What follows belongs to an exercise in optimizing a design on an open flow for small area, a short achievable clock period and few clock cycles; a production flow would make more cautious choices.
In this exercise RTL edits were held to simulation tests only and were not proved equivalent to the original.
Power figures rest on the tool's default switching activity, not on a simulated workload.

==> inputs of trial 8 <==
==> flow/design.v <==
`timescale 1ns/1ps
module cpu_core (
    input  logic        clk,
    input  logic        rst,
    input  logic [15:0] instr_in,
    output logic [15:0] pc,
    output logic        dmem_req_valid,
    output logic        dmem_req_store,
    output logic [15:0] dmem_req_addr,
    output logic [15:0] dmem_req_wdata,
    input  logic        dmem_rsp_credit,
    input  logic [15:0] dmem_rsp_rdata
);
    logic [1:0]  cls;
    logic [2:0]  op, dst;
    logic [4:0]  low;
    logic [7:0]  s1, sb;       
    logic        ir_valid;
    logic        credit_q;
    logic        ld_pending;
    logic [2:0]  ld_dst;
    logic [15:0] regs [8];
    logic        clr;
    logic [2:0] f_rb;
    assign f_rb = (instr_in[15:14] == 2'b10) ? instr_in[10:8] : instr_in[4:2];
    logic [15:0] imm;
    assign imm = {{11{low[4]}}, low};
    logic is_alu, is_mem, is_jmp, is_ld;
    assign is_alu = ~cls[1];
    assign is_mem = cls[1] & ~cls[0] & (op[2:1] == 2'b00);
    assign is_ld  = is_mem & ~op[0];
    assign is_jmp = cls[1] & cls[0];
    logic use_s1, use_sb, use_dst;
    assign use_s1  = is_alu | is_mem | (is_jmp & ~op[2]);
    assign use_sb  = (cls == 2'b00) | is_mem | (is_jmp & ~op[2]);
    assign use_dst = is_alu | is_ld;
    logic [15:0] a, rbv;
    always_comb begin
        a   = '0;
        rbv = '0;
        for (int i = 0; i < 8; i++) begin
            a   = a   | (regs[i] & {16{s1[i]}});
            rbv = rbv | (regs[i] & {16{sb[i]}});
        end
    end
    logic [15:0] b;
    logic [2:0]  aop;
    logic        sub;
    logic [15:0] sum;
    logic [15:0] res;
    assign b   = cls == 2'b00 ? rbv : imm;
    assign aop = is_alu ? op : 3'd0;
    assign sub = (aop == 3'd1) | (aop == 3'd7);
    logic [15:0] bx, kp, kg;
    assign bx = b ^ {16{sub}};
    always_comb begin
        logic [15:0] p, g, pn, gn;
        p = a ^ bx;
        g = a & bx;
        g[0] = g[0] | (p[0] & sub);
        kp = p;
        for (int d = 1; d < 16; d = d * 2) begin
            gn = g;
            pn = p;
            for (int i = d; i < 16; i++) begin
                gn[i] = g[i] | (p[i] & g[i-d]);
                pn[i] = p[i] & p[i-d];
            end
            g = gn;
            p = pn;
        end
        kg = g;
    end
    assign sum = kp ^ {kg[14:0], sub};
    always_comb begin
        case (aop)
            3'd0, 3'd1: res = sum;
            3'd2: res = a & b;
            3'd3: res = a | b;
            3'd4: res = a ^ b;
            3'd5: res = a << b[3:0];
            3'd6: res = a >> b[3:0];
            default: res = {15'd0, (a[15] ^ b[15]) ? a[15] : sum[15]};
        endcase
    end
    logic cond, taken;
    always_comb begin
        case (op)
            3'd0: cond = 1'b1;
            3'd1: cond = (a == 16'd0);
            3'd2: cond = (a != 16'd0);
            3'd3: cond = a[15];
            default: cond = 1'b0;
        endcase
    end
    assign taken = ir_valid & is_jmp & cond;
    logic [7:0] ld_oh;
    always_comb begin
        ld_oh = '0;
        ld_oh[ld_dst] = 1'b1;
    end
    logic haz, avail, ld_wr, stall, issue, e_wr;
    assign haz   = ld_pending & ((use_s1 & |(s1 & ld_oh)) |
                                 (use_sb & |(sb & ld_oh)) |
                                 (use_dst & (dst == ld_dst)));
    assign avail = (credit_q & ~dmem_req_valid) | dmem_rsp_credit;
    assign ld_wr = ld_pending & dmem_rsp_credit;
    assign e_wr  = ir_valid & is_alu;
    assign stall = ir_valid & (haz | (is_mem & ~avail) | (is_alu & ld_wr));
    assign issue = ir_valid & is_mem & ~haz & avail;
    logic [7:0]  we;
    logic [2:0]  wa;
    logic [15:0] wd;
    logic        ld_sel, alu_sel;
    assign wa      = ld_wr ? ld_dst : dst;
    assign ld_sel  = ld_wr & ~clr;
    assign alu_sel = ~ld_wr & ~clr;
    assign wd      = ({16{ld_sel}} & dmem_rsp_rdata) | ({16{alu_sel}} & res);
    always_comb begin
        for (int i = 0; i < 8; i++)
            we[i] = clr | ((ld_wr | (e_wr & ~haz)) & (wa == 3'(i)));
    end
    always_ff @(posedge clk) begin
        for (int i = 0; i < 8; i++)
            if (we[i]) regs[i] <= wd;
    end
    always_ff @(posedge clk or posedge rst) begin
        if (rst) clr <= 1'b1;
        else     clr <= 1'b0;
    end
    always_ff @(posedge clk or posedge rst) begin
        if (rst) begin
            pc       <= '0;
            ir_valid <= 1'b0;
        end else if (!stall) begin
            pc       <= taken ? rbv : pc + 16'd1;
            ir_valid <= ~taken;
        end
    end
    always_ff @(posedge clk) begin
        if (!stall) begin
            cls <= instr_in[15:14];
            op  <= instr_in[13:11];
            dst <= instr_in[10:8];
            low <= instr_in[4:0];
            for (int i = 0; i < 8; i++) begin
                s1[i] <= (instr_in[7:5] == 3'(i));
                sb[i] <= (f_rb == 3'(i));
            end
        end
    end
    always_ff @(posedge clk or posedge rst) begin
        if (rst) begin
            dmem_req_valid <= 1'b0;
            credit_q       <= 1'b1;
            ld_pending     <= 1'b0;
        end else begin
            dmem_req_valid <= issue;
            credit_q       <= avail & ~issue;
            if (issue) ld_pending <= is_ld;
            else if (dmem_rsp_credit) ld_pending <= 1'b0;
        end
    end
    always_ff @(posedge clk) begin
        dmem_req_store <= op[0];
        dmem_req_addr  <= sum;
        dmem_req_wdata <= rbv;
        if (issue) ld_dst <= dst;
    end
endmodule
==> flow/flow/run.sh <==
#!/bin/bash
# Standard layout (the standard flow's synthesis, constraints and steps) with three
# changes to how it is made:
#  - port buffers are buf_1 cells instead of the default choice;
#  - up to clock-tree synthesis, timing repair aims for a setup margin of
#    M1 ns, so the resizer improves the critical paths below the 10 ns clock;
set -euo pipefail
M1=6.2
M2=5.8
BUF="BUFFER_PORTS_ARGS=-buffer_cell sky130_fd_sc_hd__buf_1"
bash standard.sh SETUP_SLACK_MARGIN=$M1 "$BUF" cts > flow_make_1.log 2>&1
bash standard.sh SETUP_SLACK_MARGIN=$M2 "$BUF" finish > flow_make_2.log 2>&1
==> flow/standard.sh <==
#!/bin/bash
# synth_recipe.tcl (not shown) runs the flow's synth.tcl, then flattens the netlist and writes it again
# the make line also repeats each setting of config.mk as NAME=value (left out here)
make -C /OpenROAD-flow-scripts/flow DESIGN_CONFIG=/design/flow/config.mk WORK_HOME=/design/flow/orfs CLKGATE_MAP_FILE= SYNTH_SCRIPT=/design/flow/synth_recipe.tcl "${@:-finish}"
==> flow/config.mk <==
export PLATFORM = sky130hd
export DESIGN_NAME = cpu_core
export DESIGN_NICKNAME = cpu_core
export VERILOG_FILES = /design/flow/design.v
export SDC_FILE = /design/flow/constraint.sdc
export NUM_CORES = 4
export LEC_CHECK = 0
export CAP_MARGIN = 20
export CORE_MARGIN = 2
export CORE_UTILIZATION = 50
export CTS_BUF_LIST = sky130_fd_sc_hd__clkbuf_8
export SLEW_MARGIN = 20
==> flow/constraint.sdc <==
create_clock -name core_clock -period 10.0 [get_ports {clk}]
set_input_delay 2.0000 -clock core_clock [delete_from_list [all_inputs] [get_ports {clk}]]
set_output_delay 2.0000 -clock core_clock [all_outputs]
set_load 0.01 [all_outputs]
==> build 25 (differences from trial 8) <==
==> flow/flow/run.sh (replaced) <==
#!/bin/bash
# Standard layout (the standard flow's synthesis, constraints and steps) with these
# changes to how it is made:
#  - port buffers are buf_1 cells instead of the default choice;
#  - up to clock-tree synthesis, timing repair aims for a setup margin of
#    M1 ns, so the resizer improves the critical paths below the 10 ns clock;
#    it repairs the worst path only (TNS_END_PERCENT 0), since only the
#    worst slack counts;
set -euo pipefail
M1=6.5
M2=6.0
BUF="BUFFER_PORTS_ARGS=-buffer_cell sky130_fd_sc_hd__buf_1"
bash standard.sh SETUP_SLACK_MARGIN=$M1 TNS_END_PERCENT=0 "$BUF" cts > flow_make_1.log 2>&1
bash standard.sh SETUP_SLACK_MARGIN=$M2 TNS_END_PERCENT=0 "$BUF" finish > flow_make_2.log 2>&1
CTS_BUF_LIST = sky130_fd_sc_hd__clkbuf_16   (was sky130_fd_sc_hd__clkbuf_8)
CTS_CLUSTER_DIAMETER = 120   (was unset)
CTS_CLUSTER_SIZE = 25   (was unset)
==> build 17 (differences from trial 8) <==
==> flow/flow/run.sh (replaced) <==
#!/bin/bash
# Standard layout (the standard flow's synthesis, constraints and steps) with these
# changes to how it is made:
#  - port buffers are buf_1 cells instead of the default choice;
#  - up to clock-tree synthesis, timing repair aims for a setup margin of
#    M1 ns, so the resizer improves the critical paths below the 10 ns clock;
#    it repairs the worst path only (TNS_END_PERCENT 0), since only the
#    worst slack counts;
set -euo pipefail
M1=6.3
M2=5.9
BUF="BUFFER_PORTS_ARGS=-buffer_cell sky130_fd_sc_hd__buf_1"
bash standard.sh SETUP_SLACK_MARGIN=$M1 TNS_END_PERCENT=0 "$BUF" cts > flow_make_1.log 2>&1
bash standard.sh SETUP_SLACK_MARGIN=$M2 TNS_END_PERCENT=0 "$BUF" RECOVER_POWER=100 finish > flow_make_2.log 2>&1
==> summary of the runs <==
- Build 25 finished with timing, DRC and antenna clean. Trial 8 produced a clean layout. Build 17 ran to the end with violations: max-capacitance violations, max-slew violations.
- Between build 17 and trial 8, the lower worst hold slack is in trial 8 (gap 0.0062 ns).
- The highest wire length belongs to trial 8, the lowest to build 17.
- Maximum frequency: build 25 > trial 8 > build 17.
- Power, lowest first: build 25, build 17, trial 8.
- Die area is the same in trial 8 and build 17.
- Of build 25 and trial 8, trial 8 has the higher clock power (gap about 40%, measured against trial 8).
- Against build 25, the global-route usage of trial 8 is higher by 0.20 points.
- Combinational power: build 17 < build 25 < trial 8.
- Clock-buffer cell count, lowest first: build 25, build 17, trial 8.
- Sequential power is about the same in build 25 and trial 8.
Testbench counts of trial 8, summed over its fixed seeds: cycles 43,778.
Testbench counts of build 25, summed over its fixed seeds: cycles 43,778.
Testbench counts of build 17, summed over its fixed seeds: cycles 43,778.

[re-timing with driven ports]
Ports are ideal in the flow. The routed layouts listed here were re-timed in OpenROAD.
Step 1: set_driving_cell puts a clkbuf_16 on clk and a buf_2 on each other input, an assumption about the parent block.
Step 2, shift: input delay + t, output delay - t, t = (earliest + latest rising clock arrival at the registers) / 2. This alone moves slack from input paths to output paths.
Slacks: no drivers / after step 1 / after step 2; pairs: no drivers / after step 1.
run	t, ns	slack for setup (ns)	hold WS [ns]	worst register clock-pin slew, ns
trial 8	0.582	6.014 / 6.014 / 5.880	0.548 / 0.548 / 0.548	0.08 / 0.08
build 25	0.527	6.081 / 6.081 / 5.706	0.556 / 0.556 / 0.556	0.11 / 0.11
build 17	0.569	4.254 / 4.254 / 4.254	0.554 / 0.554 / 0.554	0.07 / 0.07
For build 25, which loses most, drivers alone change the setup slack by 0.000 ns; drivers and shift together by -0.375 ns.
